What follows belongs to an exercise in optimizing a design on an open flow for small area, a short achievable clock period and few clock cycles per item; a production flow would make more cautious choices. No functional check of the RTL was part of any run shown here. No activity file was given, so power comes from the tool's default toggle rates.

==> flow/design.v <==
`timescale 1ns/100ps
`default_nettype none
module fetch_top (
    input  logic  clk_in,
    input  logic  br_reset,
    input  logic  stall,
    input  logic  redirect_valid,
    input  logic [31:0] redirect_pc,
    output logic  out_valid,
    output logic [31:0] out_ins,
    output logic [31:0] out_pc,
    output logic [31:0] out_pred_pc,
    input  logic  upd_valid,
    input  logic [31:0] upd_pc,
    input  logic  upd_taken,
    output logic  mem_req,
    output logic [31:0] mem_addr,
    input  logic  mem_ack,
    input  logic [31:0] mem_data
);
    localparam logic [6:0] OP_JAL    = 7'b1101111;
    localparam logic [6:0] OP_BRANCH = 7'b1100011;
    logic [1:0]  ctr_q [16];
    logic [31:2] addr_q;      
    logic [31:2] np_q;        
    logic        stale_q;     
    logic        discard;
    logic        deliver;
    logic [31:2] next_pc;
    assign mem_addr    = {addr_q, 2'b00};
    assign out_pc      = {addr_q, 2'b00};
    assign out_pred_pc = {np_q, 2'b00};
    assign discard = mem_req && mem_ack && (stale_q || redirect_valid);
    assign deliver = mem_req && mem_ack && !stale_q && !redirect_valid && !stall;
    logic        is_jal, is_br;
    logic [18:0] j_imm;       
    logic [10:0] b_imm;       
    logic [18:0] j_lo;
    logic        j_c;
    logic [10:0] b_lo;
    logic        b_c;
    logic [10:0] j_hi;
    logic [18:0] b_hi;
    logic [29:0] seq_pc;
    assign is_jal = (mem_data[6:0] == OP_JAL);
    assign is_br  = (mem_data[6:0] == OP_BRANCH) && ctr_q[addr_q[5:2]][1];
    assign j_imm  = {mem_data[31], mem_data[19:12], mem_data[20], mem_data[30:22]};
    assign b_imm  = {mem_data[31], mem_data[7], mem_data[30:25], mem_data[11:9]};
    pfx_add #(.N(19)) j_add (.a(addr_q[20:2]), .b(j_imm), .s(j_lo), .co(j_c));
    pfx_add #(.N(11)) b_add (.a(addr_q[12:2]), .b(b_imm), .s(b_lo), .co(b_c));
    always_comb begin
        case ({j_imm[18], j_c})
            2'b01:   j_hi = addr_q[31:21] + 11'd1;
            2'b10:   j_hi = addr_q[31:21] - 11'd1;
            default: j_hi = addr_q[31:21];
        endcase
        case ({b_imm[10], b_c})
            2'b01:   b_hi = addr_q[31:13] + 19'd1;
            2'b10:   b_hi = addr_q[31:13] - 19'd1;
            default: b_hi = addr_q[31:13];
        endcase
    end
    assign seq_pc = addr_q + 30'd1;
    assign next_pc = is_jal ? {j_hi, j_lo} : is_br ? {b_hi, b_lo} : seq_pc;
    always_ff @(posedge clk_in) begin
        if (br_reset) begin
            mem_req   <= 1'b0;
            out_valid <= 1'b0;
            stale_q   <= 1'b0;
            addr_q    <= '0;
            np_q      <= '0;
        end else begin
            out_valid <= deliver;
            if (!mem_req) begin
                mem_req <= 1'b1;
                stale_q <= 1'b0;
                addr_q  <= redirect_valid ? redirect_pc[31:2] : np_q;
            end else begin
                if (redirect_valid) begin
                    np_q    <= redirect_pc[31:2];
                    stale_q <= 1'b1;
                end
                if (discard) begin
                    mem_req <= 1'b0;
                end
                if (deliver) begin
                    mem_req <= 1'b0;
                    np_q    <= next_pc;
                end
            end
        end
    end
    always_ff @(posedge clk_in) begin
        if (deliver) begin
            out_ins <= mem_data;
        end
    end
    always_ff @(posedge clk_in) begin
        if (br_reset) begin
            for (int i = 0; i < 16; i++) begin
                ctr_q[i] <= 2'b01;
            end
        end else if (upd_valid) begin
            if (upd_taken) begin
                if (ctr_q[upd_pc[5:2]] != 2'b11) begin
                    ctr_q[upd_pc[5:2]] <= ctr_q[upd_pc[5:2]] + 2'b01;
                end
            end else begin
                if (ctr_q[upd_pc[5:2]] != 2'b00) begin
                    ctr_q[upd_pc[5:2]] <= ctr_q[upd_pc[5:2]] - 2'b01;
                end
            end
        end
    end
endmodule
module pfx_add #(
    parameter int N = 8
) (
    input  logic [N-1:0] a,
    input  logic [N-1:0] b,
    output logic [N-1:0] s,
    output logic         co
);
    localparam int L = $clog2(N);
    logic [N-1:0] g [L+1];
    logic [N-1:0] p [L+1];
    logic [N-1:0] x;
    assign x    = a ^ b;
    assign g[0] = a & b;
    assign p[0] = x;
    for (genvar l = 0; l < L; l++) begin : lvl
        for (genvar i = 0; i < N; i++) begin : bit_
            if ((i >> l) & 1) begin : comb
                localparam int J = ((i >> l) << l) - 1;
                assign g[l+1][i] = g[l][i] | (p[l][i] & g[l][J]);
                assign p[l+1][i] = p[l][i] & p[l][J];
            end else begin : pass
                assign g[l+1][i] = g[l][i];
                assign p[l+1][i] = p[l][i];
            end
        end
    end
    assign s  = x ^ {g[L][N-2:0], 1'b0};
    assign co = g[L][N-1];
endmodule
`default_nettype wire
==> flow/run.sh <==
#!/bin/bash
# synth_recipe.tcl (not shown) runs the flow's synth.tcl, then flattens the netlist and writes it again
# the make line also repeats each setting of config.mk as NAME=value (left out here)
make -C /OpenROAD-flow-scripts/flow DESIGN_CONFIG=/design/flow/config.mk WORK_HOME=/design/flow/orfs CLKGATE_MAP_FILE= SYNTH_SCRIPT=/design/flow/synth_recipe.tcl finish
==> flow/config.mk <==
export PLATFORM = sky130hd
export DESIGN_NAME = fetch_top
export DESIGN_NICKNAME = fetch_top
export VERILOG_FILES = /design/flow/design.v
export SDC_FILE = /design/flow/constraint.sdc
export NUM_CORES = 4
export LEC_CHECK = 0
export ABC_CLOCK_PERIOD_IN_PS = 3000
export CAP_MARGIN = 20
export CORE_MARGIN = 8
export CORE_UTILIZATION = 40
export SETUP_SLACK_MARGIN = 3.0
export SLEW_MARGIN = 20
==> flow/constraint.sdc <==
create_clock -name core_clock -period 6.0 [get_ports {clk_in}]
set_input_delay 1.2000 -clock core_clock [delete_from_list [all_inputs] [get_ports {clk_in}]]
set_output_delay 1.2000 -clock core_clock [all_outputs]
set_load 0.01 [all_outputs]
==> flow_metrics.tcl, run 1 <==
set metrics [dict create \
    clkPwrFrac_pct 36.1 \
    synth_seq_cells 131 \
    die-area_um2 28400 \
    pwr-share-comb_pct 28.0 \
    synthTopCellsByCount "114 x nor2_1, 85 x nand2_1, 84 x a21oi_1" \
    fmax_mhz 209 \
    first_iter_violations 625 \
    crit_chain "buf_8, ha_4, fa_2, nand3_4, a21oi_4, nor3_4, nor2_4, a221oi_2, buf_4, o2111ai_4, a21oi_2, ha_4, buf_12, buf_6, ha_4, nor2b_4, o31ai_4, a21oi_2, a41o_1, buf_6, a311oi_2, o221ai_2, o21a_1" \
    grt_usage_pct 22.6 \
    dp.cells 1447 \
    drc 0 \
    grt_max_degree 74 \
    swShare_pct 31.7 \
    synth_cells 1030 \
    synthDistinctLibCells 72 \
    slowest_stage "fa_2" \
    crit_required_ns 6.32 \
    vias 9013 \
    min-delay-start "np_q[7]$_SDFFE_PP0P_" \
    layout-drive-gt1-share_pct 28.0 \
    arrival_ns 5.10 \
    rr_startpoint "addr_q[2]$_SDFFE_PP0N_" \
    htreeDepth 4 \
    cts_buffers 17 \
    antenna_found_initial 1 \
    wl_per_cell_um 21.2 \
    seq_power_share_pct 35.9 \
    coreArea_um2 23100 \
    synth_edf_count 64 \
    die_w_um 169 \
    p_leak_nw 5.30 \
    holdCritPathClass "register to register" \
    run_status "finished clean" \
    path_max_fanout 3 \
    layout_min_cycle_time_ns 4.78 \
    grt_setup_unrepaired "true" \
    layoutNonFillerInstCount 1569 \
    diodes 0 \
    path_clk_slew_ns 0.06 \
    crit_type "primary input to register" \
    cts_hold_buf 0 \
    synth_area_leader_cell "edfxtp_1" \
    drtAntennaViolNets 0 \
    async_flop_share_pct 0 \
    synthTopCellsByArea "edfxtp_1 21%, dfxtp_1 14%, ha_1 6.9%, nor2_1 4.6%, a21oi_1 4.5%" \
    power_switching_mw 0.916 \
    slew_viol_final 0 \
    clk_latency_ns 0.44 \
    p_int_mw 1.98 \
    cpMostUsedCell "ha_4" \
    drv_cap 0 \
    postLayoutCellArea_um2 13900 \
    synth_most_common_cell "nor2_1" \
    gp_congestion 0.881 \
    netlist_area_um2 9300 \
    routed_wl_mm 33.3 \
    powerDensity_nw_per_um2 208 \
    dpl-instance-area_um2 11700 \
    grt_pass1_vias 8850 \
    crit_path_max_incr_delay_ns 0.39 \
    tightest_slew_ns 1.01 \
    yosys.area.top_type_share_pct 20.7 \
    ys_warn_count 7 \
    overflow 0 \
    clk_path_buf_depth 2 \
    ys_seq_area_share_pct 35.1 \
    tritoncts "done" \
    portBuffers 196 \
    dr.pass1.iters 5 \
    grt_first_pass_wirelength_mm 50.7 \
    initial_utilization_pct 40.2 \
    cts_root_buffer "clkbuf_16" \
    cp-start-kind "primary input" \
    finalCritPeriodShare_pct 79.7 \
    nNetsFinal 1431 \
    cp-end-kind "register" \
    ios 233 \
    setup_violations 0 \
    synth.avg_cell_area_um2 9.03 \
    fin_worst_skew_ns 0.0144 \
    vias_per_cell 5.74 \
    die_h_um 169 \
    syn2layout_area_growth_pct 49.7 \
    ys.flop_type "dfxtp_1" \
    dp_hpwl_mm 22.1 \
    clock-sinks 131 \
    finalSetupTns_ns 0 \
    finalHoldViolations 0 \
    ir_drop_v 0.000162 \
    relSlewSlack_pct 32.3 \
    fp-row-count 56 \
    crit_start "mem_data[22]" \
]
==> per-layer routing <==
layer / share of wire (%) / GRT usage (%)
met5: 0.045 / 0
met4: 1.2 / 5.05
met3: 6.0 / 4.17
met2: 48 / 38.1
met1: 44 / 29.7
==> through the flow <==
| stage | hold slack, ns | setup WS [ns] | power, mW | utilization, % |
|---|---|---|---|---|
| finish | 0.512 | 1.22 | 2.89 | 60.2 |
| global route | 0.552 | 1.08 | 3.02 | 60.2 |
| CTS | 0.513 | 1.20 | 2.83 | 57.1 |
| detailed placement | 0.504 | 0.116 | 1.71 | 50.4 |
| global placement | 0.487 | 0.171 | 1.70 | 50.4 |
| floorplan | 0.519 | 1.18 | 1.47 | - |
==> power groups by stage <==
stage	Combinational (mW)	Sequential, mW	Clock (mW)
6_report	0.810	1.04	1.04
5_1_grt	0.877	1.05	1.10
4_1_cts	0.739	1.04	1.06
3_5_place_dp	0.652	1.06	0
3_3_place_gp	0.647	1.05	0
2_1_floorplan	0.423	1.05	0
==> worst max-delay path: cells and delay by family <==
| family | cells | cell delay (ns) |
|---|---|---|
| AO/OA/AOI/OAI | 10 | 1.83 |
| adder cells (fa/ha/maj) | 4 | 0.91 |
| buffers and inverters | 5 | 0.62 |
| AND/OR/NAND/NOR | 4 | 0.51 |
==> cells in the final DEF (no fill, tap or decap), types with 8 or more instances in the layout <==
master / netlist / layout
a31oi_1: 20 / 19
o21bai_2: 0 / 9
mux2i_1: 32 / 32
buf_12: 0 / 9
xnor2_1: 31 / 29
nand2b_1: 12 / 10
a21o_1: 28 / 28
clkbuf_16: 0 / 17
a21oi_2: 0 / 18
and3_1: 14 / 13
nand2_1: 85 / 69
a211oi_1: 19 / 11
nor2_1: 114 / 100
nor3_1: 18 / 13
a21oi_1: 84 / 62
o21ai_1: 0 / 9
nand4_1: 8 / 8
ha_1: 51 / 20
nor2_2: 1 / 12
edfxtp_1: 64 / 64
mux4_2: 13 / 13
nand3_1: 25 / 18
clkdlybuf4s50_1: 0 / 171
buf_6: 1 / 29
nand2_2: 0 / 12
ha_4: 0 / 26
o21ai_0: 44 / 29
nor2b_1: 9 / 8
buf_4: 37 / 70
xor2_1: 13 / 13
inv_1: 16 / 13
dfxtp_1: 67 / 60
==> timing repair <==
action                     CTS  global route
resized for setup          169           112
pin swaps                   72            88
buffers inserted            46            41
setup endpoints to repair  113           101
gates cloned                 2             1
==> flip-flops by register name (all words and copies together), names as in the netlist, named ones only <==
name / cells
addr_q: 30
ctr_q: 32
mem_req: 1
np_q: 30
out_ins: 32
out_valid: 1
stale_q: 1
==> final cells by class <==
class / count / area (um^2)
sequential: 131 / 3270
clock buffer: 17 / 425
inverter: 16 / 81.3
clock inverter: 15 / 148
tap: 290 / 363
fill: 1999 / 9200
multi-input combinational: 795 / 6610
timing repair buffer: 305 / 3020
==> kinds of logic after synthesis <==
group                      synth area share (%)
DFF                                        35.1
xor gates and xnor gates                   4.14
adders and majority gates                  9.23
buffers and inverters                      6.13
other                                    0.0403
and+or+nand+nor                            16.7
AOI/OAI and AO/OA                          21.6
muxes                                      7.07
==> path summary, 6_finish.rpt <==
check | end | slack [ns] | cells after the start
worst max register to register | np_q[31]$_SDFFE_PP0P_ | 1.53 | 22
worst min-delay path | np_q[7]$_SDFFE_PP0P_ | 0.51 | 2
worst max-delay path | np_q[31]$_SDFFE_PP0P_ | 1.22 | 23
worst min register to register | np_q[7]$_SDFFE_PP0P_ | 0.51 | 2
==> inputs of run 2 (changes only) <==
==> flow/config.mk (replaced) <==
export PLATFORM = sky130hd
export DESIGN_NAME = fetch_top
export DESIGN_NICKNAME = fetch_top
export VERILOG_FILES = /design/flow/design.v
export SDC_FILE = /design/flow/constraint.sdc
export NUM_CORES = 4
export LEC_CHECK = 0
export ABC_CLOCK_PERIOD_IN_PS = 2400
export CAP_MARGIN = 20
export CORE_MARGIN = 8
export CORE_UTILIZATION = 40
export SETUP_SLACK_MARGIN = 3.6
export SLEW_MARGIN = 20
==> flow_metrics.tcl, run 2 <==
set metrics [dict create \
    htreeDepth 4 \
    drt-met1-wl_mm 15.3 \
    path_clk_slew_ns 0.07 \
    wl_per_cell_um 21.5 \
    clock-sinks 131 \
    die_w_um 169 \
    dp_slack_ns 0.161 \
    first_iter_violations 518 \
    drtAntennaViolNets 0 \
    gp_congestion 0.865 \
    cp-end-kind "register" \
    setup_violations 0 \
    nNetsFinal 1487 \
    reg_top3 "ctr_q x32, out_ins x32" \
    wl_met2_mm 17.0 \
    coreArea_um2 23100 \
    tritoncts "done" \
    synth_edf_count 64 \
    slew_viol_final 0 \
    p_leak_nw 6.15 \
    synth.avg_cell_area_um2 9.03 \
    arrival_ns 5.12 \
    antenna_found_initial 1 \
    grt_max_degree 68 \
    slowest_stage "fa_2" \
    grt_usage_pct 23.3 \
    synth_seq_cells 131 \
    syn2layout_area_growth_pct 57.5 \
    ys.flop_type "dfxtp_1" \
    grt_first_pass_wirelength_mm 52.2 \
    portBuffers 196 \
    cts_root_buffer "clkbuf_16" \
    crit_path_max_incr_delay_ns 0.41 \
    initial_utilization_pct 40.2 \
    synthTopCellsByCount "114 x nor2_1, 85 x nand2_1, 84 x a21oi_1" \
    ys_warn_count 7 \
    drv_cap 0 \
    crit_chain "dlygate4sd2_1, ha_4, nand4_1, buf_4, o21bai_4, a21o_1, a21oi_2, nor2b_1, nor2_2, ha_4, buf_4, fa_2, a211oi_4, o21ai_4, and4_1, a211o_1, a31oi_1, xnor2_1, o211ai_1, a221oi_2" \
    ios 233 \
    synthDistinctLibCells 72 \
    relSlewSlack_pct 39.1 \
    whs_ns 0.518 \
    fin_worst_skew_ns 0.0112 \
    ys_seq_area_share_pct 35.1 \
    die_h_um 169 \
    yosys.area.top_type_share_pct 20.7 \
    layout_min_cycle_time_ns 4.77 \
    grt_pass1_vias 9194 \
    vias 9347 \
    cts_hold_buf 0 \
    final_common_cell "buf_4" \
    layout_setup_ws_ns 1.23 \
    clk_path_buf_depth 2 \
    finalHoldViolations 0 \
    holdCritPathClass "register to register" \
    vias_per_cell 5.75 \
    layout-drive-gt1-share_pct 36.0 \
    cts_buffers 17 \
    crit_buf_inv 3 \
    powerDensity_nw_per_um2 202 \
    wl_met3_mm 1.86 \
    crit_type "primary input to register" \
    fin_util_pct 63.4 \
    die-area_um2 28400 \
    drc 0 \
    highest_layer "met4" \
    synth_cells 1030 \
    grt_setup_unrepaired "true" \
    synth_area_leader_cell "edfxtp_1" \
    fmax_mhz 209 \
    crit_required_ns 6.34 \
    total_power_mw 2.96 \
    run_status "finished clean" \
    synth_most_common_cell "nor2_1" \
    routed_wl_mm 34.9 \
    synthTopCellsByArea "edfxtp_1 21%, dfxtp_1 14%, ha_1 6.9%, nor2_1 4.6%, a21oi_1 4.5%" \
    fp-row-count 56 \
    path_max_fanout 4 \
    finalCritPeriodShare_pct 79.6 \
    clk_latency_ns 0.44 \
    critPathTopFamily "compound AO/OA/AOI/OAI gates" \
    ir_drop_v 0.000158 \
    cp-start-kind "primary input" \
    dp_hpwl_mm 22.4 \
    netlist_area_um2 9300 \
    most-common-layout-cells "108 x buf_4, 106 x dlygate4sd2_1, 102 x nor2_1" \
    overflow 0 \
    tightest_slew_ns 0.905 \
    finalSetupTns_ns 0 \
    dr.pass1.iters 5 \
    async_flop_share_pct 0 \
]
## run 2: stage by stage
stage	instances	instance area (um^2)
floorplan	1035	9800
global placement	1450	11700
detailed placement	1450	11700
CTS	1548	13500
global route	1626	14600
finish	1626	14600
## run 2: worst reg2reg max path: stages, from the launching register on
cell	delay, ns
dfxtp_4	0.38
ha_4	0.16
fa_2	0.34
a21o_1	0.20
a21oi_4	0.18
o21bai_4	0.10
a21o_1	0.18
a21oi_2	0.17
nor2b_1	0.07
nor2_2	0.12
ha_4	0.20
buf_6	0.13
buf_4	0.11
ha_4	0.15
o21ai_4	0.07
o21ai_4	0.20
nand2_2	0.12
o41ai_4	0.37
mux2_4	0.34
o32a_1	0.31
a22oi_2	0.16
o21a_1	0.12
## run 2: routing by layer
| layer | vias to the layer above | global-route usage, % |
|---|---|---|
| li1 | 4394 | - |
| met1 | 4578 | 29.7 |
| met2 | 314 | 39.0 |
| met3 | 61 | 5.05 |
| met4 | 0 | 7.45 |
| met5 | - | 0 |
## run 2: final timing paths
| path | from | end | slack (ns) | depth (start not counted) |
|---|---|---|---|---|
| setup / recovery | mem_data[26] | np_q[29]$_SDFFE_PP0P_ | 1.23 | 20 |
| hold reg to reg | np_q[18]$_SDFFE_PP0P_ | np_q[18]$_SDFFE_PP0P_ | 0.52 | 2 |
| hold / removal | np_q[18]$_SDFFE_PP0P_ | np_q[18]$_SDFFE_PP0P_ | 0.52 | 2 |
| setup reg to reg | addr_q[2]$_SDFFE_PP0N_ | np_q[31]$_SDFFE_PP0P_ | 1.78 | 21 |
## run 2: where the power goes
part           switching, mW  total (mW)  internal, mW
clock network          0.440        1.06         0.616
registers             0.0532        1.03         0.972
logic                  0.433       0.875         0.443
total                  0.926        2.96          2.03
## run 2: timing repair
item / 4_1_cts / 5_1_grt
buffers inserted: 63 / 74
cloned: 3 / 3
pin swaps: 102 / 97
gates resized for setup: 404 / 164
endpoints found under the setup margin: 250 / 125
## run 2: final cells by class
cell class,count,area (um^2)
Fill cell,1930,8470
Multi-Input combinational cell,795,6850
Timing Repair Buffer,361,3400
Sequential cell,131,3380
Clock buffer,18,429
Tap cell,290,363
Clock inverter,14,151
Inverter,16,75.1
Antenna cell,1,2.50
## run 2: cells by family (layout without fill, tap and decap cells)
family	after synthesis	count (layout)	share of synthesized area [%]
compound gates	301	302	21.6
xor+xnor	44	44	4.14
fa+ha+maj	62	62	9.23
buf+inv	110	409	6.13
flops	131	131	35.1
mux	49	49	7.07
other cells	1	7	0.0403
simple gates	332	332	16.7
==> inputs of run 3 (changes only) <==
--- a/flow/design.v
+++ b/flow/design.v
@@ -48,19 +48,23 @@
     assign b_imm  = {mem_data[31], mem_data[7], mem_data[30:25], mem_data[11:9]};
     pfx_add #(.N(19)) j_add (.a(addr_q[20:2]), .b(j_imm), .s(j_lo), .co(j_c));
     pfx_add #(.N(11)) b_add (.a(addr_q[12:2]), .b(b_imm), .s(b_lo), .co(b_c));
+    logic [10:0] j_inc, j_dec;
+    logic [18:0] b_inc, b_dec;
+    incdec #(.N(11)) j_id (.x(addr_q[31:21]), .inc(j_inc), .dec(j_dec));
+    incdec #(.N(19)) b_id (.x(addr_q[31:13]), .inc(b_inc), .dec(b_dec));
+    incdec #(.N(30)) s_id (.x(addr_q[31:2]),  .inc(seq_pc), .dec());
     always_comb begin
         case ({j_imm[18], j_c})
-            2'b01:   j_hi = addr_q[31:21] + 11'd1;
-            2'b10:   j_hi = addr_q[31:21] - 11'd1;
+            2'b01:   j_hi = j_inc;
+            2'b10:   j_hi = j_dec;
             default: j_hi = addr_q[31:21];
         endcase
         case ({b_imm[10], b_c})
-            2'b01:   b_hi = addr_q[31:13] + 19'd1;
-            2'b10:   b_hi = addr_q[31:13] - 19'd1;
+            2'b01:   b_hi = b_inc;
+            2'b10:   b_hi = b_dec;
             default: b_hi = addr_q[31:13];
         endcase
     end
-    assign seq_pc = addr_q + 30'd1;
     assign next_pc = is_jal ? {j_hi, j_lo} : is_br ? {b_hi, b_lo} : seq_pc;
     always_ff @(posedge clk_in) begin
         if (br_reset) begin
@@ -143,4 +147,22 @@
     assign s  = x ^ {g[L][N-2:0], 1'b0};
     assign co = g[L][N-1];
 endmodule
+module incdec #(
+    parameter int N = 8
+) (
+    input  logic [N-1:0] x,
+    output logic [N-1:0] inc,
+    output logic [N-1:0] dec
+);
+    logic [N-1:0] ones;      
+    logic [N-1:0] zeros;     
+    assign ones[0]  = 1'b1;
+    assign zeros[0] = 1'b1;
+    for (genvar i = 1; i < N; i++) begin : bit_
+        assign ones[i]  = &x[i-1:0];
+        assign zeros[i] = ~|x[i-1:0];
+    end
+    assign inc = x ^ ones;
+    assign dec = x ^ zeros;
+endmodule
 `default_nettype wire
==> flow_metrics.tcl, run 3 <==
set metrics [dict create \
    synthTopCellsByCount "112 x nor2_1, 67 x dfxtp_1, 64 x edfxtp_1" \
    total_power_mw 2.84 \
    initial_utilization_pct 40.8 \
    min-delay-start "np_q[2]$_SDFFE_PP0P_" \
    dr.pass1.iters 5 \
    reg_top3 "ctr_q x32, out_ins x32" \
    ys_warn_count 7 \
    relSlewSlack_pct 50.8 \
    portBuffers 196 \
    fin_util_pct 63.3 \
    ir_drop_v 0.000179 \
    drtAntennaViolNets 0 \
    path_max_fanout 4 \
    gp_congestion 0.868 \
    clk_path_buf_depth 2 \
    finalSetupTns_ns 0 \
    synthDistinctLibCells 79 \
    fillers 1715 \
    crit_required_ns 6.36 \
    syn2layout_area_growth_pct 55.2 \
    layoutNonFillerInstCount 1488 \
    cts_hold_buf 0 \
    antenna_found_initial 0 \
    overflow 0 \
    path_clk_slew_ns 0.06 \
    first_iter_violations 730 \
    rr_startpoint "addr_q[2]$_SDFFE_PP0N_" \
    synth.avg_cell_area_um2 9.21 \
    cp-start-kind "primary input" \
    fmax_mhz 231 \
    drc 0 \
    synthTopCellsByArea "edfxtp_1 22%, dfxtp_1 16%, mux2i_1 5.4%, nor2_1 4.9%, ha_1 4.2%" \
    clock-sinks 131 \
    powerDensity_nw_per_um2 214 \
    htreeDepth 4 \
    netlist_area_um2 8570 \
    most-common-layout-cells "123 x dlygate4sd2_1, 98 x nor2_1, 76 x buf_4" \
    wl_per_cell_um 22.0 \
    crit_start "mem_data[26]" \
    vias_per_cell 5.86 \
    setup_violations 0 \
    fp-row-count 53 \
    synth_edf_count 64 \
    layout_setup_ws_ns 1.67 \
    cts_buffers 17 \
    slew_viol_final 0 \
    nNetsFinal 1341 \
    routed_wl_mm 32.7 \
    ys.flop_type "dfxtp_1" \
    fin_worst_skew_ns 0.0106 \
    finalCritPeriodShare_pct 72.2 \
    p_leak_nw 5.49 \
    dp_hpwl_mm 19.8 \
    synth_seq_cells 131 \
    final_common_cell "dlygate4sd2_1" \
    finalHoldViolations 0 \
    yosys.area.top_type_share_pct 22.4 \
    grt_usage_pct 22.9 \
    clk_latency_ns 0.43 \
    crit_type "primary input to register" \
    vias 8727 \
    layout-drive-gt1-share_pct 31.1 \
    synth_area_leader_cell "edfxtp_1" \
    dp.cells 1325 \
    synth_most_common_cell "nor2_1" \
    ys_seq_area_share_pct 38.1 \
    async_flop_share_pct 0 \
    coreArea_um2 21000 \
    grt_max_degree 55 \
    drv_cap 0 \
    die-area_um2 26400 \
    grt_first_pass_wirelength_mm 47.6 \
    ios 233 \
    holdCritPathClass "register to register" \
    run_status "finished clean" \
    grt_pass1_vias 8344 \
    die_w_um 162 \
    tightest_slew_ns 0.731 \
    layout_min_cycle_time_ns 4.33 \
    dp_slack_ns 0.472 \
    tritoncts "done" \
    synth_cells 930 \
    cp-end-kind "register" \
    cts_root_buffer "clkbuf_16" \
    die_h_um 162 \
    diodes 0 \
    grt_setup_unrepaired "true" \
    arrival_ns 4.69 \
]
## run 3: cell types whose count changed after synthesis, moves of 8 or more
cell      delta
nand2_1     -31
or3_1       +12
a221oi_1     -8
mux2i_1     +14
clkbuf_1    +14
or2_1       +11
o21ai_0     -25
xnor2_1     -18
buf_2        -8
or4_1        +8
a22oi_1     +11
ha_1        -22
a21oi_1     -26
a21o_1      -18
## run 3: what timing repair did
item / CTS / global route
gates cloned: 6 / 0
setup endpoints to repair: 251 / 117
pin swaps: 68 / 61
setup buffers: 81 / 44
resized for setup: 390 / 105
## run 3: per-layer routing
| metal | track usage (%) | routed length (um) |
|---|---|---|
| met1 | 30.5 | 13900 |
| met2 | 35.3 | 15000 |
| met3 | 5.43 | 2930 |
| met4 | 8.50 | 886 |
| met5 | 0 | 0 |
## run 3: logic make-up (layout without fill, tap and decap cells)
logic type,Yosys count,in the layout,share of synthesized area [%]
other cells,1,6,0.0438
buf+inv,110,386,6.50
simple gates,346,348,20.7
flops,131,131,38.1
fa+ha+maj,38,38,6.34
xor+xnor,19,19,1.94
mux,56,56,8.00
compound gates,229,229,18.4
## run 3: area by class of cell
| type | count | area (um^2) | area share, % |
|---|---|---|---|
| multi-input combinational | 696 | 5630 | 42.3 |
| clock inverter | 12 | 203 | 1.52 |
| timing repair buffer | 340 | 3250 | 24.5 |
| tap | 275 | 344 | 2.59 |
| sequential | 131 | 3360 | 25.3 |
| clock buffer | 20 | 447 | 3.36 |
| inverter | 14 | 67.6 | 0.508 |
## run 3: report_power, final
group | leakage (nW) | switching, mW | total (mW) | internal [mW]
clock network | 0.317 | 0.418 | 1.17 | 0.751
registers | 1.14 | 0.0553 | 1.03 | 0.973
logic | 4.04 | 0.320 | 0.643 | 0.322
total | 5.49 | 0.794 | 2.84 | 2.05
## run 3: final timing paths
kind	to	slack, ns	cells after the start
hold reg to reg	np_q[2]$_SDFFE_PP0P_	0.55	2
setup reg to reg	np_q[29]$_SDFFE_PP0P_	2.14	16
hold / removal	np_q[2]$_SDFFE_PP0P_	0.55	2
setup / recovery	np_q[29]$_SDFFE_PP0P_	1.67	15
## run 3: metrics by stage
stage	area (um^2)	hold slack, ns
floorplan	8810	0.516
global placement	10600	0.527
global route	13300	0.569
CTS	12600	0.553
detailed placement	10600	0.542
finish	13300	0.545
## run 3: worst max-delay path: stages
cell      delay, ns
buf_4          0.15
ha_4           0.17
or4_4          0.57
a21oi_4        0.19
nor2_4         0.06
a31o_4         0.23
a21oi_4        0.17
ha_4           0.15
or3b_4         0.40
nor4_4         0.21
nand4_1        0.16
a21oi_1        0.33
a311oi_2       0.12
or4_4          0.44
a31oi_1        0.14
==> inputs of run 4 (changes only) <==
==> flow/config.mk (replaced) <==
export PLATFORM = sky130hd
export DESIGN_NAME = fetch_top
export DESIGN_NICKNAME = fetch_top
export VERILOG_FILES = /design/flow/design.v
export SDC_FILE = /design/flow/constraint.sdc
export NUM_CORES = 4
export LEC_CHECK = 0
export ABC_CLOCK_PERIOD_IN_PS = 3000
export CAP_MARGIN = 20
export CORE_MARGIN = 8
export CORE_UTILIZATION = 40
export SETUP_SLACK_MARGIN = 3.0
export SLEW_MARGIN = 20
==> flow_metrics.tcl, run 4 <==
set metrics [dict create \
    cts_buffers 17 \
    die-area_um2 26400 \
    run_status "finished clean" \
    cts_hold_buf 0 \
    synth_most_common_cell "nor2_1" \
    crit_type "primary input to register" \
    fmax_mhz 228 \
    netlist_area_um2 8570 \
    whs_ns 0.549 \
    final_common_cell "clkdlybuf4s50_1" \
    reg_top3 "ctr_q x32, out_ins x32" \
    synth_cells 930 \
    holdCritPathClass "register to register" \
    crit_chain "buf_6, ha_4, fa_2, a21oi_4, o21bai_4, a21oi_4, nor2_4, a31o_4, a21oi_4, ha_4, or3b_4, nor4_4, buf_4, nand4_1, a21oi_2, buf_4, buf_4, buf_6, nand2b_4, a31o_4, and3_4" \
    synthTopCellsByCount "112 x nor2_1, 67 x dfxtp_1, 64 x edfxtp_1" \
    p_leak_nw 4.80 \
    tightest_slew_ns 0.773 \
    die_h_um 162 \
    most-common-layout-cells "168 x clkdlybuf4s50_1, 101 x nor2_1, 70 x buf_4" \
    slowest_stage "or3b_4" \
    holdPathEnd "np_q[2]$_SDFFE_PP0P_" \
    dr.pass1.iters 5 \
    overflow 0 \
    routed_wl_mm 30.9 \
    grt_setup_unrepaired "true" \
    fin_util_pct 60.8 \
    wl_per_cell_um 21.3 \
    synthDistinctLibCells 79 \
    setup_violations 0 \
    crit_path_max_incr_delay_ns 0.41 \
    cts_root_buffer "clkbuf_16" \
    initial_utilization_pct 40.8 \
    powerDensity_nw_per_um2 207 \
    ys_warn_count 7 \
    rrSetupSlack_ns 1.92 \
    path_clk_slew_ns 0.07 \
    syn2layout_area_growth_pct 49.2 \
    fin_worst_skew_ns 0.0126 \
    synth.avg_cell_area_um2 9.21 \
    portBuffers 196 \
    tritoncts "done" \
    vias 8446 \
    yosys.area.top_type_share_pct 22.4 \
    multi_input_area_um2 5530 \
    synth_edf_count 64 \
    cp-end-kind "register" \
    layout_min_cycle_time_ns 4.39 \
    slew_viol_final 0 \
    dp_hpwl_mm 19.8 \
    synthTopCellsByArea "edfxtp_1 22%, dfxtp_1 16%, mux2i_1 5.4%, nor2_1 4.9%, ha_1 4.2%" \
    nNetsFinal 1301 \
    rr_worst_depth 20 \
    hold_depth 2 \
    ir_drop_v 0.000181 \
    fillers 1772 \
    grt_first_pass_wirelength_mm 46.5 \
    layout-drive-gt1-share_pct 23.6 \
    ys.flop_type "dfxtp_1" \
    arrival_ns 4.73 \
    ios 233 \
    regToRegEndpoint "np_q[30]$_SDFFE_PP0P_" \
    ys_seq_area_share_pct 38.1 \
    clk_latency_ns 0.44 \
    grt_max_degree 75 \
    die_w_um 162 \
    finalHoldViolations 0 \
    min-delay-start "np_q[2]$_SDFFE_PP0P_" \
    finalCritPeriodShare_pct 73.1 \
    critPathTopFamily "compound AO/OA/AOI/OAI gates" \
    clock-sinks 131 \
    first_iter_violations 688 \
    finalSetupTns_ns 0 \
    drc 0 \
    path_max_fanout 3 \
    clk_path_buf_depth 2 \
    gp_congestion 0.856 \
    seq_area_um2 3270 \
    crit_required_ns 6.34 \
    fp-row-count 53 \
    vias_per_cell 5.82 \
    synth_area_leader_cell "edfxtp_1" \
    grt_usage_pct 22.6 \
    htreeDepth 4 \
    coreArea_um2 21000 \
    cp-start-kind "primary input" \
    antenna_found_initial 3 \
    relSlewSlack_pct 48.3 \
    rr_startpoint "addr_q[2]$_SDFFE_PP0N_" \
    drtAntennaViolNets 0 \
    grt_pass1_vias 8078 \
    drv_cap 0 \
    synth_seq_cells 131 \
    async_flop_share_pct 0 \
    crit_buf_inv 5 \
]
==> run 4: cell types whose count changed in the layout (fill, tap and decap cells not counted), moves of 6 or more <==
cell and change:
clkdlybuf4s50_1 +123, buf_4 -6, buf_6 -43, dfxtp_4 -23
dlygate4sd2_1 -110, dfxtp_1 +26
==> run 4: worst max-delay path by stage <==
stage          slack, ns  depth (start not counted)   startpoint               endpoint
2_1_floorplan       1.58                         16  mem_data[9]  np_q[29]$_SDFFE_PP0P_
3_3_place_gp        0.43                         17  mem_data[9]  np_q[29]$_SDFFE_PP0P_
3_5_place_dp        0.44                         17  mem_data[9]  np_q[29]$_SDFFE_PP0P_
4_1_cts             1.55                         17  mem_data[9]  np_q[29]$_SDFFE_PP0P_
5_1_grt             1.50                         18  mem_data[9]  np_q[29]$_SDFFE_PP0P_
6_report            1.61                         21  mem_data[9]  np_q[30]$_SDFFE_PP0P_
==> run 4: timing repair <==
item,CTS,global route
pin swaps,56,41
setup endpoints to repair,95,92
setup buffers,64,19
resized for setup,168,59
gates cloned,7,0
==> run 4: logic make-up (layout without fill, tap and decap cells) <==
logic type	count (synthesis)	in the layout	share of synthesized area, %
AO/OA/AOI/OAI	229	229	18.4
XOR/XNOR	19	19	1.94
adder cells (fa/ha/maj)	38	38	6.34
buffers and inverters	110	347	6.50
flip-flops	131	131	38.1
multiplexers	56	56	8.00
other	1	9	0.0438
AND/OR/NAND/NOR	346	347	20.7
==> run 4: through the flow <==
stage                     total power [mW]  std cells  cell area [um^2]  worst slack (ns)
after floorplan                       1.33        935              8730              1.58
after global placement                1.53       1326             10600             0.432
after detailed placement              1.53       1326             10600             0.442
after CTS                             2.61       1429             12400              1.55
after global routing                  2.74       1450             12800              1.50
final                                 2.64       1451             12800              1.61
==> run 4: tightest hold or removal path, cell delays in order (launching register included) <==
cell and delay (ns):
dfxtp_1 0.32, o21bai_1 0.13, a221oi_1 0.05
==> run 4: final cells by class <==
class                   count  area share, %
repair buffers            301           23.5
diodes                      3         0.0587
well taps                 275           2.69
inverters                  14          0.529
clock inverters            14          0.940
flip-flops and latches    131           25.6
multi-input cells         695           43.3
clock buffers              18           3.44
==> run 4: power by group <==
part | leakage [nW] | internal, mW | switching, mW
Clock | 0.276 | 0.550 | 0.453
Sequential | 1.12 | 0.975 | 0.0571
Combinational | 3.40 | 0.311 | 0.296
==> run 4: metal layers <==
layer / share of wire [%] / GRT usage [%] / vias to the layer above / wire length [um]
met3: 8.9 / 7.03 / 59 / 2770
met4: 2.2 / 7.37 / 2 / 674
met1: 43 / 29.3 / 4067 / 13500
met2: 45 / 35.4 / 390 / 14000
met5: 0.042 / 0 / - / 13
li1: - / - / 3928 / -
==> inputs of run 5 (changes only) <==
==> flow/config.mk (replaced) <==
export PLATFORM = sky130hd
export DESIGN_NAME = fetch_top
export DESIGN_NICKNAME = fetch_top
export VERILOG_FILES = /design/flow/design.v
export SDC_FILE = /design/flow/constraint.sdc
export NUM_CORES = 4
export LEC_CHECK = 0
export ABC_CLOCK_PERIOD_IN_PS = 1500
export CAP_MARGIN = 20
export CORE_MARGIN = 8
export CORE_UTILIZATION = 40
export SETUP_SLACK_MARGIN = 3.3
export SLEW_MARGIN = 20
==> flow_metrics.tcl, run 5 <==
set metrics [dict create \
    crit_required_ns 6.31 \
    powerDensity_nw_per_um2 206 \
    drc 0 \
    drtAntennaViolNets 0 \
    clk_path_buf_depth 2 \
    grt_setup_unrepaired "true" \
    vias_per_cell 5.89 \
    arrival_ns 4.69 \
    rr_worst_depth 16 \
    reg_top3 "ctr_q x32, out_ins x32" \
    relSlewSlack_pct 42.9 \
    synth_cells 930 \
    top_usage_layer "met2" \
    synthTopCellsByCount "112 x nor2_1, 67 x dfxtp_1, 64 x edfxtp_1" \
    routed_wl_mm 31.5 \
    finalCritPeriodShare_pct 73.0 \
    dp.cells 1321 \
    synthTopCellsByArea "edfxtp_1 22%, dfxtp_1 16%, mux2i_1 5.4%, nor2_1 4.9%, ha_1 4.2%" \
    seq_area_um2 3350 \
    postLayoutCellArea_um2 13000 \
    grt_pass1_vias 8253 \
    overflow 0 \
    cts_buffers 17 \
    synth_most_common_cell "nor2_1" \
    crit_type "primary input to register" \
    most-common-layout-cells "166 x clkdlybuf4s50_1, 95 x nor2_1, 69 x buf_4" \
    fp-row-count 53 \
    wl_per_cell_um 21.7 \
    hold_depth 2 \
    layout_min_cycle_time_ns 4.38 \
    synth_area_leader_cell "edfxtp_1" \
    coreArea_um2 21000 \
    slew_viol_final 0 \
    tightest_slew_ns 0.856 \
    run_status "finished clean" \
    portBuffers 196 \
    regToRegEndpoint "np_q[22]$_SDFFE_PP0P_" \
    dr.pass1.iters 7 \
    ios 233 \
    rrSetupSlack_ns 2.08 \
    use_met1_pct 31.4 \
    dp_hpwl_mm 19.9 \
    initial_utilization_pct 40.8 \
    multi_input_area_um2 5670 \
    fmax_mhz 228 \
    path_max_fanout 3 \
    holdCritPathClass "register to register" \
    slowest_stage "or3b_4" \
    async_flop_share_pct 0 \
    ys_warn_count 7 \
    holdPathEnd "np_q[2]$_SDFFE_PP0P_" \
    syn2layout_area_growth_pct 51.5 \
    grt_max_degree 66 \
    gp_congestion 0.887 \
    ys_seq_area_share_pct 38.1 \
    drv_cap 0 \
    crit_chain "buf_8, ha_4, fa_2, a21oi_4, o21bai_4, a21oi_4, nor2_2, a31o_2, a21oi_2, ha_4, or3b_4, or3_4, nor4_4, nor2_1, o31ai_2, nor3_1, or3_1" \
    die-area_um2 26400 \
    layoutNonFillerInstCount 1454 \
    clock-sinks 131 \
    synth.avg_cell_area_um2 9.21 \
    finalSetupTns_ns 0 \
    p_leak_nw 4.85 \
    grt_usage_pct 23.1 \
    nNetsFinal 1307 \
    rr_startpoint "addr_q[2]$_SDFFE_PP0N_" \
    vias 8569 \
    ir_drop_v 0.000174 \
    fin_worst_skew_ns 0.0102 \
    die_w_um 162 \
    die_h_um 162 \
    critPathTopFamily "simple AND/OR/NAND/NOR gates" \
    synth_seq_cells 131 \
    cts_root_buffer "clkbuf_16" \
    final_common_cell "clkdlybuf4s50_1" \
    grt.met2_usage_pct 36.2 \
    synthDistinctLibCells 79 \
    crit_path_max_incr_delay_ns 0.41 \
    grt_first_pass_wirelength_mm 48.0 \
    yosys.area.top_type_share_pct 22.4 \
    netlist_area_um2 8570 \
    first_iter_violations 695 \
    setup_violations 0 \
    min-delay-start "np_q[2]$_SDFFE_PP0P_" \
    layout-drive-gt1-share_pct 29.2 \
    crit_buf_inv 1 \
    fillers 1713 \
    whs_ns 0.542 \
    tritoncts "done" \
    htreeDepth 4 \
    synth_edf_count 64 \
    path_clk_slew_ns 0.06 \
    diodes 0 \
    finalHoldViolations 0 \
    fin_util_pct 61.7 \
    antenna_found_initial 0 \
    dpl-instance-area_um2 10600 \
    ys.flop_type "dfxtp_1" \
    grtUsageMet3_pct 5.03 \
    clk_latency_ns 0.44 \
    cp-end-kind "register" \
    cp-start-kind "primary input" \
]
==> run 5: tightest hold or removal path: stages (launching register included) <==
cell and delay, ns:
dfxtp_1 0.32, o21bai_1 0.12, a221oi_1 0.05
==> run 5: how the worst max path moves through the flow <==
stage | depth (start not counted) | from | end
after floorplan | 16 | mem_data[9] | np_q[29]$_SDFFE_PP0P_
after global routing | 17 | mem_data[9] | np_q[22]$_SDFFE_PP0P_
after CTS | 17 | mem_data[9] | np_q[22]$_SDFFE_PP0P_
final | 17 | mem_data[9] | np_q[22]$_SDFFE_PP0P_
after global placement | 17 | mem_data[9] | np_q[22]$_SDFFE_PP0P_
after detailed placement | 17 | mem_data[9] | np_q[22]$_SDFFE_PP0P_
==> run 5: per-layer routing <==
layer	part of all wire, %	wire length [um]
met1	43	13700
met2	45	14300
met3	9.0	2830
met4	2.5	773
met5	0	0
==> run 5: cell families after synthesis <==
kind of cell | after synthesis | synth area share, %
xor+xnor | 19 | 1.94
mux | 56 | 8.00
compound gates | 229 | 18.4
simple gates | 346 | 20.7
other cells | 1 | 0.0438
flops | 131 | 38.1
buf+inv | 110 | 6.50
fa+ha+maj | 38 | 6.34
==> run 5: what timing repair did <==
action / in CTS / in global routing
pin swaps: 54 / 61
gates resized for setup: 212 / 109
gates cloned: 6 / 0
setup buffers: 69 / 26
hold buffers: 0 / 0
setup endpoints to repair: 184 / 111
==> run 5: area by class of cell <==
cell class,count,share of cell area [%]
clock buffer,18,3.38
clock inverter,14,0.925
inverter,14,0.501
multi-input combinational,696,43.7
sequential,131,25.8
tap,275,2.65
timing repair buffer,306,23.1
==> run 5: through the flow <==
stage	power, mW	setup WS, ns
2_1_floorplan	1.34	1.58
3_3_place_gp	1.53	0.451
3_5_place_dp	1.53	0.429
4_1_cts	2.63	1.60
5_1_grt	2.77	1.56
6_report	2.68	1.62
==> run 5: power by group <==
group | leakage, nW | switching (mW) | internal [mW] | total (mW)
registers | 1.13 | 0.0594 | 0.974 | 1.03
logic | 3.43 | 0.308 | 0.325 | 0.633
clock network | 0.281 | 0.459 | 0.552 | 1.01
total | 4.85 | 0.826 | 1.85 | 2.68
==> inputs of run 6 (changes only) <==
==> flow/config.mk (replaced) <==
export PLATFORM = sky130hd
export DESIGN_NAME = fetch_top
export DESIGN_NICKNAME = fetch_top
export VERILOG_FILES = /design/flow/design.v
export SDC_FILE = /design/flow/constraint.sdc
export NUM_CORES = 4
export LEC_CHECK = 0
export ABC_CLOCK_PERIOD_IN_PS = 2000
export CAP_MARGIN = 20
export CORE_MARGIN = 8
export CORE_UTILIZATION = 40
export SETUP_SLACK_MARGIN = 3.5
export SLEW_MARGIN = 20
export SYNTH_HIERARCHICAL = 1
export SYNTH_MINIMUM_KEEP_SIZE = 0
==> flow_metrics.tcl, run 6 <==
set metrics [dict create \
    run_status "finished clean" \
    finalHoldViolations 0 \
    grt_usage_pct 23.0 \
    vias_per_cell 5.64 \
    netlist_area_um2 10300 \
    cts_root_buffer "clkbuf_16" \
    tightest_slew_ns 1.05 \
    fp-row-count 58 \
    reg_top3 "ctr_q x32, out_ins x32" \
    antenna_found_initial 4 \
    cp-end-kind "register" \
    dr.pass1.iters 5 \
    vias 9864 \
    overflow 0 \
    fillers 2247 \
    total_power_mw 3.01 \
    cts_hold_buf 0 \
    drv_cap 0 \
    initial_utilization_pct 40.8 \
    path_max_fanout 3 \
    die-area_um2 31100 \
    rr_startpoint "addr_q[2]$_SDFFE_PP0N_" \
    coreArea_um2 25200 \
    grt_first_pass_wirelength_mm 56.0 \
    seq_area_um2 3350 \
    dp.cells 1603 \
    ys_warn_count 13 \
    layoutNonFillerInstCount 1750 \
    portBuffers 196 \
    crit_type "primary input to register" \
    crit_path_max_incr_delay_ns 0.53 \
    wl_per_cell_um 21.6 \
    layout_setup_ws_ns 2.43 \
    min-delay-start "np_q[30]$_SDFFE_PP0P_" \
    arrival_ns 3.89 \
    routed_wl_mm 37.7 \
    fin_worst_skew_ns 0.0139 \
    drtAntennaViolNets 0 \
    relSlewSlack_pct 30.1 \
    first_iter_violations 701 \
    slowest_stage "fa_1" \
    most-common-layout-cells "170 x nor2_1, 116 x dlygate4sd2_1, 98 x a21oi_1" \
    fin_util_pct 58.7 \
    die_h_um 176 \
    path_clk_slew_ns 0.06 \
    grt_setup_unrepaired "true" \
    clock-sinks 131 \
    dpl-instance-area_um2 12300 \
    drc 0 \
    finalSetupTns_ns 0 \
    crit_start "mem_data[22]" \
    critPathTopFamily "compound AO/OA/AOI/OAI gates" \
    die_w_um 176 \
    tritoncts "done" \
    p_leak_nw 6.28 \
    grt_max_degree 61 \
    synth.avg_cell_area_um2 8.79 \
    powerDensity_nw_per_um2 203 \
    clk_path_buf_depth 2 \
    dp_hpwl_mm 23.3 \
    fmax_mhz 280 \
    layout_min_cycle_time_ns 3.57 \
    ios 233 \
    slew_viol_final 0 \
    whs_ns 0.537 \
    nNetsFinal 1571 \
    htreeDepth 4 \
    holdCritPathClass "register to register" \
    setup_violations 0 \
    dp_slack_ns 1.10 \
    crit_chain "buf_8, ha_4, fa_2, a21oi_4, o211a_4, or3_4, buf_6, a2111oi_4, nor3_2, fa_1, inv_1, a21o_1, a22oi_2, o21ai_1" \
    clk_latency_ns 0.44 \
    gp_congestion 0.875 \
    synth_cells 1169 \
    grt_pass1_vias 9435 \
    postLayoutCellArea_um2 14800 \
    layout-drive-gt1-share_pct 28.0 \
    finalCritPeriodShare_pct 59.5 \
    final_common_cell "nor2_1" \
    cts_buffers 17 \
    syn2layout_area_growth_pct 44.0 \
    crit_buf_inv 3 \
    ir_drop_v 0.000171 \
    multi_input_area_um2 7140 \
    cp-start-kind "primary input" \
    crit_required_ns 6.31 \
]
## run 6: cell type report
cell class                      instances  share of cell area [%]
Timing Repair Buffer                  316                    21.0
Inverter                               47                    1.28
Antenna cell                            4                  0.0677
Clock buffer                           17                    2.88
Sequential cell                       131                    22.7
Multi-Input combinational cell        890                    48.3
Clock inverter                         15                    1.07
Tap cell                              330                    2.79
## run 6: final timing paths
check	end	depth (start not counted)	slack [ns]
worst max register to register	np_q[18]$_SDFFE_PP0P_	13	2.79
worst min register to register	np_q[30]$_SDFFE_PP0P_	2	0.54
worst max-delay path	np_q[18]$_SDFFE_PP0P_	14	2.43
worst min-delay path	np_q[30]$_SDFFE_PP0P_	2	0.54
## run 6: worst min-delay path: cells and delay by family, from the launching register on
kind / cells / cell delay (ns)
AOI/OAI and AO/OA: 2 / 0.16
DFF: 1 / 0.35
## run 6: what timing repair did
item	4_1_cts	5_1_grt
resized for setup	348	120
pin swaps	53	65
cloned	8	3
endpoints found under the setup margin	241	133
setup buffers	60	40
## run 6: metal layers
layer  track usage (%)  vias to the layer above  wire length [um]
li1                  -                     4616                 -
met1              28.6                     4796             15700
met2              39.2                      374             18400
met3              4.21                       78              2430
met4              8.05                        0              1230
met5                 0                        -                 0
## run 6: report_power, final
part	switching [mW]	leakage [nW]	internal, mW	total, mW
combinational	0.480	4.87	0.425	0.906
sequential	0.0539	1.13	0.980	1.03
clock	0.480	0.282	0.589	1.07
total	1.01	6.28	1.99	3.01
==> inputs of run 7 (changes only) <==
--- a/flow/design.v
+++ b/flow/design.v
@@ -21,17 +21,14 @@
     localparam logic [6:0] OP_JAL    = 7'b1101111;
     localparam logic [6:0] OP_BRANCH = 7'b1100011;
     logic [1:0]  ctr_q [16];
-    logic [31:2] addr_q;      
-    logic [31:2] np_q;        
+    logic [31:2] ma_q;        
+    logic [31:2] pc_q;        
+    logic        have_q;      
     logic        stale_q;     
-    logic        discard;
-    logic        deliver;
     logic [31:2] next_pc;
-    assign mem_addr    = {addr_q, 2'b00};
-    assign out_pc      = {addr_q, 2'b00};
-    assign out_pred_pc = {np_q, 2'b00};
-    assign discard = mem_req && mem_ack && (stale_q || redirect_valid);
-    assign deliver = mem_req && mem_ack && !stale_q && !redirect_valid && !stall;
+    assign mem_addr    = {ma_q, 2'b00};
+    assign out_pred_pc = {ma_q, 2'b00};
+    assign out_pc      = {pc_q, 2'b00};
     logic        is_jal, is_br;
     logic [18:0] j_imm;       
     logic [10:0] b_imm;       
@@ -42,27 +39,27 @@
     logic [10:0] j_hi;
     logic [18:0] b_hi;
     logic [29:0] seq_pc;
-    assign is_jal = (mem_data[6:0] == OP_JAL);
-    assign is_br  = (mem_data[6:0] == OP_BRANCH) && ctr_q[addr_q[5:2]][1];
-    assign j_imm  = {mem_data[31], mem_data[19:12], mem_data[20], mem_data[30:22]};
-    assign b_imm  = {mem_data[31], mem_data[7], mem_data[30:25], mem_data[11:9]};
-    pfx_add #(.N(19)) j_add (.a(addr_q[20:2]), .b(j_imm), .s(j_lo), .co(j_c));
-    pfx_add #(.N(11)) b_add (.a(addr_q[12:2]), .b(b_imm), .s(b_lo), .co(b_c));
+    assign is_jal = (out_ins[6:0] == OP_JAL);
+    assign is_br  = (out_ins[6:0] == OP_BRANCH) && ctr_q[ma_q[5:2]][1];
+    assign j_imm  = {out_ins[31], out_ins[19:12], out_ins[20], out_ins[30:22]};
+    assign b_imm  = {out_ins[31], out_ins[7], out_ins[30:25], out_ins[11:9]};
+    pfx_add #(.N(19)) j_add (.a(ma_q[20:2]), .b(j_imm), .s(j_lo), .co(j_c));
+    pfx_add #(.N(11)) b_add (.a(ma_q[12:2]), .b(b_imm), .s(b_lo), .co(b_c));
     logic [10:0] j_inc, j_dec;
     logic [18:0] b_inc, b_dec;
-    incdec #(.N(11)) j_id (.x(addr_q[31:21]), .inc(j_inc), .dec(j_dec));
-    incdec #(.N(19)) b_id (.x(addr_q[31:13]), .inc(b_inc), .dec(b_dec));
-    incdec #(.N(30)) s_id (.x(addr_q[31:2]),  .inc(seq_pc), .dec());
+    incdec #(.N(11)) j_id (.x(ma_q[31:21]), .inc(j_inc), .dec(j_dec));
+    incdec #(.N(19)) b_id (.x(ma_q[31:13]), .inc(b_inc), .dec(b_dec));
+    incdec #(.N(30)) s_id (.x(ma_q[31:2]),  .inc(seq_pc), .dec());
     always_comb begin
         case ({j_imm[18], j_c})
             2'b01:   j_hi = j_inc;
             2'b10:   j_hi = j_dec;
-            default: j_hi = addr_q[31:21];
+            default: j_hi = ma_q[31:21];
         endcase
         case ({b_imm[10], b_c})
             2'b01:   b_hi = b_inc;
             2'b10:   b_hi = b_dec;
-            default: b_hi = addr_q[31:13];
+            default: b_hi = ma_q[31:13];
         endcase
     end
     assign next_pc = is_jal ? {j_hi, j_lo} : is_br ? {b_hi, b_lo} : seq_pc;
@@ -70,32 +67,44 @@
         if (br_reset) begin
             mem_req   <= 1'b0;
             out_valid <= 1'b0;
+            have_q    <= 1'b0;
             stale_q   <= 1'b0;
-            addr_q    <= '0;
-            np_q      <= '0;
+            ma_q      <= '0;
         end else begin
-            out_valid <= deliver;
-            if (!mem_req) begin
-                mem_req <= 1'b1;
-                stale_q <= 1'b0;
-                addr_q  <= redirect_valid ? redirect_pc[31:2] : np_q;
-            end else begin
+            out_valid <= 1'b0;
+            if (mem_req) begin
                 if (redirect_valid) begin
-                    np_q    <= redirect_pc[31:2];
+                    pc_q    <= redirect_pc[31:2];
                     stale_q <= 1'b1;
                 end
-                if (discard) begin
+                if (mem_ack) begin
                     mem_req <= 1'b0;
+                    have_q  <= !stale_q && !redirect_valid;
                 end
-                if (deliver) begin
-                    mem_req <= 1'b0;
-                    np_q    <= next_pc;
+            end else if (redirect_valid) begin
+                mem_req <= 1'b1;
+                ma_q    <= redirect_pc[31:2];
+                have_q  <= 1'b0;
+                stale_q <= 1'b0;
+            end else if (stale_q) begin
+                mem_req <= 1'b1;
+                ma_q    <= pc_q;
+                stale_q <= 1'b0;
+            end else if (have_q) begin
+                if (!stall) begin
+                    out_valid <= 1'b1;
+                    pc_q      <= ma_q;
+                    ma_q      <= next_pc;
+                    mem_req   <= 1'b1;
+                    have_q    <= 1'b0;
                 end
+            end else begin
+                mem_req <= 1'b1;
             end
         end
     end
     always_ff @(posedge clk_in) begin
-        if (deliver) begin
+        if (mem_req) begin
             out_ins <= mem_data;
         end
     end
==> flow_metrics.tcl, run 7 <==
set metrics [dict create \
    run_status "finished clean" \
    slowest_stage "edfxtp_1" \
    drv_cap 0 \
    clk_latency_ns 0.43 \
    holdCritPathClass "register to register" \
    final_common_cell "dlygate4sd2_1" \
    most-common-layout-cells "109 x dlygate4sd2_1, 94 x edfxtp_1, 74 x clkdlybuf4s50_1" \
    finalSetupTns_ns 0 \
    reg_top3 "ctr_q x32, out_ins x32" \
    grt_setup_unrepaired "true" \
    cp-start-kind "register" \
    finalHoldViolations 0 \
    drt-met1-wl_mm 15.3 \
    grt_usage_pct 20.4 \
    wl_met2_mm 15.7 \
    setup_violations 0 \
    tightest_slew_ns 1.05 \
    hold_depth 2 \
    die_w_um 177 \
    grt_pass1_vias 8957 \
    grt_max_degree 55 \
    clock-sinks 132 \
    fp-row-count 59 \
    drc 0 \
    tritoncts "done" \
    regToRegEndpoint "ma_q[22]$_SDFFE_PP0P_" \
    arrival_ns 3.58 \
    portBuffers 196 \
    synth.avg_cell_area_um2 9.89 \
    dpl-instance-area_um2 12300 \
    wl_met3_mm 2.05 \
    crit_required_ns 6.29 \
    overflow 0 \
    crit_chain "ha_2, fa_2, a21oi_4, o211a_4, or3_4, a31oi_4, a21o_1, nor2b_4, clkbuf_16, mux2_4, o21ai_4, a21oi_2, mux2i_1, a311oi_1" \
    vias_per_cell 5.56 \
    fmax_mhz 304 \
    slew_viol_final 0 \
    syn2layout_area_growth_pct 37.6 \
    initial_utilization_pct 40.3 \
    postLayoutCellArea_um2 14300 \
    p_leak_nw 5.61 \
    coreArea_um2 25800 \
    ys_warn_count 13 \
    htreeDepth 4 \
    grt_first_pass_wirelength_mm 50.5 \
    layout_min_cycle_time_ns 3.29 \
    path_max_fanout 5 \
    ios 233 \
    gp_congestion 0.840 \
    holdPathEnd "have_q$_SDFFE_PP0P_" \
    antenna_found_initial 1 \
    clk_path_buf_depth 2 \
    nNetsFinal 1416 \
    dp_hpwl_mm 21.3 \
    first_iter_violations 526 \
    netlist_area_um2 10400 \
    path_clk_slew_ns 0.06 \
    rrSetupSlack_ns 2.71 \
    crit_type "register to register" \
    cts_root_buffer "clkbuf_16" \
    crit_path_max_incr_delay_ns 0.40 \
    drtAntennaViolNets 0 \
    total_power_mw 3.06 \
    powerDensity_nw_per_um2 214 \
    rr_worst_depth 14 \
    fin_worst_skew_ns 0.0123 \
    layout-drive-gt1-share_pct 26.6 \
    cp-end-kind "register" \
    die_h_um 177 \
    synth_cells 1053 \
    finalCritPeriodShare_pct 54.8 \
    relSlewSlack_pct 29.8 \
    wl_per_cell_um 20.9 \
    rr_startpoint "out_ins[22]$_DFFE_PP_" \
    vias 8890 \
    dr.pass1.iters 5 \
    ir_drop_v 0.000145 \
    highest_layer "met5" \
    fillers 2343 \
    die-area_um2 31500 \
    routed_wl_mm 33.5 \
    min-delay-start "have_q$_SDFFE_PP0P_" \
    cts_buffers 17 \
    diodes 0 \
]
run 7: power breakdown:
part | switching [mW] | total [mW] | internal (mW)
Combinational | 0.461 | 0.914 | 0.453
Sequential | 0.0791 | 1.12 | 1.04
Clock | 0.446 | 1.03 | 0.588
run 7: final cells by class:
| class | count | area [um^2] | area share, % |
|---|---|---|---|
| Sequential cell | 132 | 3690 | 25.8 |
| Clock buffer | 19 | 443 | 3.09 |
| Timing Repair Buffer | 276 | 2700 | 18.8 |
| Multi-Input combinational cell | 779 | 6780 | 47.3 |
| Tap cell | 335 | 419 | 2.93 |
| Clock inverter | 13 | 123 | 0.856 |
| Inverter | 45 | 169 | 1.18 |
run 7: critical path: cells and delay by family, from the launching register on:
| kind | cells | cell delay, ns |
|---|---|---|
| compound gates | 7 | 1.02 |
| mux | 2 | 0.54 |
| simple gates | 2 | 0.39 |
| flops | 1 | 0.40 |
| buf+inv | 1 | 0.20 |
| fa+ha+maj | 2 | 0.59 |
run 7: layer usage:
layer  up-vias  GRT usage (%)
li1       4257              -
met1      4329           26.8
met2       266           33.0
met3        36           5.23
met4         2           5.28
met5         -              0
run 7: worst max path at each step:
stage               depth (start not counted)  slack [ns]                    endpoint                  start
floorplan                                  13        2.85       ma_q[19]$_SDFFE_PP0P_  out_ins[26]$_DFFE_PP_
global route                               14        2.64       ma_q[22]$_SDFFE_PP0P_  out_ins[22]$_DFFE_PP_
detailed placement                          7        1.53  ctr_q[11][1]$_SDFFCE_PN0P_              upd_pc[3]
CTS                                        12        2.74       ma_q[19]$_SDFFE_PP0P_  out_ins[27]$_DFFE_PP_
global placement                            7        1.59  ctr_q[11][1]$_SDFFCE_PN0P_              upd_pc[3]
finish                                     14        2.71       ma_q[22]$_SDFFE_PP0P_  out_ins[22]$_DFFE_PP_
run 7: what timing repair did:
action	in CTS	in global routing
pin swaps	31	66
setup endpoints to repair	252	143
buffers inserted	56	14
resized for setup	273	97
hold buffers	0	0
cloned	7	3
run 7: through the flow:
| step | hold WS, ns | std cells | util (%) | setup slack (ns) |
|---|---|---|---|---|
| CTS | 0.538 | 1582 | 53.5 | 2.74 |
| global placement | 0.506 | 1487 | 47.7 | 1.59 |
| finish | 0.536 | 1599 | 55.4 | 2.71 |
| floorplan | 0.490 | 1058 | - | 2.85 |
| global route | 0.555 | 1599 | 55.4 | 2.64 |
| detailed placement | 0.528 | 1487 | 47.7 | 1.53 |
==> inputs of run 8 (changes only) <==
==> flow/flow/run.sh (new file) <==
#!/bin/bash
# The standard layout, with the ports buffered by the smallest buffer
# instead of the flow's default pick; repair still resizes them as needed.
set -euo pipefail
export BUFFER_PORTS_ARGS="-buffer_cell sky130_fd_sc_hd__buf_1"
bash standard.sh > standard.log 2>&1
==> flow/standard.sh (new file) <==
#!/bin/bash
# synth_recipe.tcl (not shown) runs the flow's synth.tcl, then flattens the netlist and writes it again
# the make line also repeats each setting of config.mk as NAME=value (left out here)
make -C /OpenROAD-flow-scripts/flow DESIGN_CONFIG=/design/flow/config.mk WORK_HOME=/design/flow/orfs CLKGATE_MAP_FILE= SYNTH_SCRIPT=/design/flow/synth_recipe.tcl "${@:-finish}"
==> flow/config.mk (replaced) <==
export PLATFORM = sky130hd
export DESIGN_NAME = fetch_top
export DESIGN_NICKNAME = fetch_top
export VERILOG_FILES = /design/flow/design.v
export SDC_FILE = /design/flow/constraint.sdc
export NUM_CORES = 4
export LEC_CHECK = 0
export ABC_CLOCK_PERIOD_IN_PS = 2500
export CAP_MARGIN = 20
export CORE_MARGIN = 8
export CORE_UTILIZATION = 40
export CTS_BUF_LIST = sky130_fd_sc_hd__clkbuf_4 sky130_fd_sc_hd__clkbuf_8
export CTS_CLUSTER_SIZE = 30
export SETUP_SLACK_MARGIN = 3.5
export SLEW_MARGIN = 20
removed: flow/run.sh
==> flow_metrics.tcl, run 8 <==
set metrics [dict create \
    crit_path_max_incr_delay_ns 0.53 \
    crit_start "out_ins[29]$_DFFE_PP_" \
    slew_viol_final 0 \
    clkPwrFrac_pct 30.9 \
    layout-drive-gt1-share_pct 29.5 \
    arrival_ns 4.38 \
    cts_hold_buf 0 \
    layout_min_cycle_time_ns 4.02 \
    clock-sinks 132 \
    cp-end-kind "register" \
    yosys.area.top_type_share_pct 32.4 \
    synth_edf_count 94 \
    ys.flop_type "edfxtp_1" \
    fp-row-count 54 \
    path_max_fanout 5 \
    die-area_um2 26700 \
    finalCritPeriodShare_pct 67.1 \
    min-delay-start "have_q$_SDFFE_PP0P_" \
    powerDensity_nw_per_um2 221 \
    synth_cells 904 \
    overflow 0 \
    seq_power_share_pct 42.5 \
    final_common_cell "buf_1" \
    run_status "finished clean" \
    dp_hpwl_mm 19.6 \
    grt_first_pass_wirelength_mm 43.2 \
    antenna_found_initial 2 \
    nNetsFinal 1281 \
    vias_per_cell 5.73 \
    ys_warn_count 7 \
    path_clk_slew_ns 0.08 \
    synth.avg_cell_area_um2 9.63 \
    fmax_mhz 248 \
    synth_seq_cells 132 \
    swShare_pct 31.9 \
    grt_setup_unrepaired "true" \
    p_leak_nw 4.21 \
    drv_cap 0 \
    most-common-layout-cells "192 x buf_1, 94 x edfxtp_1, 73 x nand2_1" \
    portBuffers 196 \
    die_h_um 164 \
    synthDistinctLibCells 73 \
    drtAntennaViolNets 0 \
    cpMostUsedCell "a21oi_2" \
    cts_buffers 17 \
    tightest_slew_ns 0.857 \
    pwr-share-comb_pct 26.6 \
    ios 233 \
    clk_path_buf_depth 2 \
    wl_per_cell_um 20.7 \
    first_iter_violations 741 \
    cts_root_buffer "clkbuf_8" \
    coreArea_um2 21600 \
    synth_area_leader_cell "edfxtp_1" \
    finalSetupTns_ns 0 \
    reg_top3 "ctr_q x32, out_ins x32" \
    async_flop_share_pct 0 \
    routed_wl_mm 29.7 \
    total_power_mw 2.60 \
    initial_utilization_pct 40.3 \
    synthTopCellsByCount "94 x edfxtp_1, 84 x nand2_1, 70 x nor2_1" \
    drc 0 \
    gp_congestion 0.874 \
    setup_violations 0 \
    die_w_um 164 \
    syn2layout_area_growth_pct 35.3 \
    synth_most_common_cell "edfxtp_1" \
    tritoncts "done" \
    ir_drop_v 0.000175 \
    holdCritPathClass "register to register" \
    grt_pass1_vias 7890 \
    dr.pass1.iters 7 \
    finalHoldViolations 0 \
    crit_chain "ha_1, nand4_1, o21ai_2, a21o_1, a21oi_4, nor2b_2, nor2_2, ha_4, buf_4, buf_6, or3_1, a2111oi_1, a211oi_2, a21oi_2, nand3_1, a21oi_2, o21ai_1" \
    clk_latency_ns 0.46 \
    fin_worst_skew_ns 0.00871 \
    power_switching_mw 0.830 \
    grt_max_degree 67 \
    htreeDepth 4 \
    cp-start-kind "register" \
    crit_type "register to register" \
    rr_startpoint "out_ins[29]$_DFFE_PP_" \
    synthTopCellsByArea "edfxtp_1 32%, dfxtp_1 8.7%, ha_1 4.0%, mux2_2 3.6%, nand2_1 3.6%" \
    relSlewSlack_pct 42.7 \
    vias 8211 \
    diodes 0 \
    netlist_area_um2 8710 \
    slowest_stage "or3_1" \
    grt_usage_pct 20.6 \
    ys_seq_area_share_pct 41.2 \
    crit_required_ns 6.35 \
    p_int_mw 1.77 \
]
==> run 8: path summary, 6_finish.rpt <==
| path | cells past startpoint | endpoint | slack (ns) |
|---|---|---|---|
| worst min-delay path | 2 | have_q$_SDFFE_PP0P_ | 0.53 |
| worst min register to register | 2 | have_q$_SDFFE_PP0P_ | 0.53 |
| worst max register to register | 17 | ma_q[23]$_SDFFE_PP0P_ | 1.98 |
| worst max-delay path | 17 | ma_q[23]$_SDFFE_PP0P_ | 1.98 |
==> run 8: cell type report <==
class / instances / area (um^2)
tap: 280 / 350
clock inverter: 13 / 154
inverter: 16 / 60.1
multi-input combinational: 669 / 5490
sequential: 132 / 3610
timing repair buffer: 305 / 1860
fill: 1937 / 9840
clock buffer: 19 / 255
==> run 8: layer usage <==
layer | part of all wire (%) | vias up | track usage, %
met2 | 47 | 390 | 33.0
li1 | - | 3821 | -
met1 | 43 | 3935 | 26.8
met4 | 2.5 | 4 | 6.57
met5 | 0.078 | - | 0
met3 | 8.1 | 61 | 5.17
==> run 8: stage by stage <==
step	std cells	worst slack (ns)	utilization [%]	area, um^2	hold slack, ns
final	1434	1.98	54.5	11800	0.532
after global routing	1434	1.83	54.5	11800	0.544
after CTS	1379	2.00	49.9	10800	0.528
after detailed placement	1308	1.36	44.6	9640	0.519
after global placement	1308	1.38	44.6	9640	0.507
after floorplan	909	2.35	-	8980	0.490
==> run 8: power by group through the flow <==
stage          combinational (mW)  clock [mW]  sequential (mW)
3_3_place_gp                0.487           0             1.12
6_report                    0.693       0.806             1.11
3_5_place_dp                0.494           0             1.12
2_1_floorplan               0.372           0             1.11
5_1_grt                     0.748       0.853             1.11
4_1_cts                     0.557       0.819             1.10
==> run 8: cell families after synthesis <==
group	share of synthesized area [%]
buffers and inverters	6.44
AOI/OAI and AO/OA	17.3
xor gates and xnor gates	2.92
muxes	7.82
adders and majority gates	6.09
and+or+nand+nor	18.2
DFF	41.2
other	0.0431
==> run 8: critical path: cells and delay by family (launching register included) <==
family                   cells  cell delay [ns]
buffers and inverters        2             0.24
AND/OR/NAND/NOR              5             1.11
AO/OA/AOI/OAI                8             1.59
flip-flops                   1             0.40
adder cells (fa/ha/maj)      2             0.59
==> run 8: repair_timing <==
item | CTS | global route
endpoints found under the hold margin | 0 | 0
resized for setup | 109 | 135
setup endpoints to repair | 136 | 142
cloned | 2 | 0
pin swaps | 65 | 67
setup buffers | 37 | 55

==> re-timing with driven ports <==
The flow's constraints put no driver on any port. The routed layouts listed below were extracted and timed again, unchanged, in two steps.
Step 1 sets driving cells, clkbuf_16 on the clock port and buf_2 on the other inputs (assumed; they add their load-dependent delay and slew).
Step 2 times the ports against the registers' clock, not the clock port: input delays grow and output delays shrink by t, the midpoint of the rising clock arrivals with the driver on.
Three values: no drivers, after step 1, after step 2; two values: the first two.
run | t (ns) | slack for setup (ns)
run 1 | 0.474 | 1.219 / 1.216 / 0.742
run 2 | 0.478 | 1.225 / 1.240 / 0.761
run 3 | 0.469 | 1.668 / 1.676 / 1.207
run 4 | 0.480 | 1.613 / 1.612 / 1.132
run 5 | 0.477 | 1.623 / 1.619 / 1.142
run 6 | 0.477 | 2.428 / 2.413 / 1.936
run 7 | 0.471 | 2.710 / 2.710 / 2.639
run 8 | 0.494 | 1.975 / 1.975 / 1.975
After both steps setup and hold are still met in every run listed.
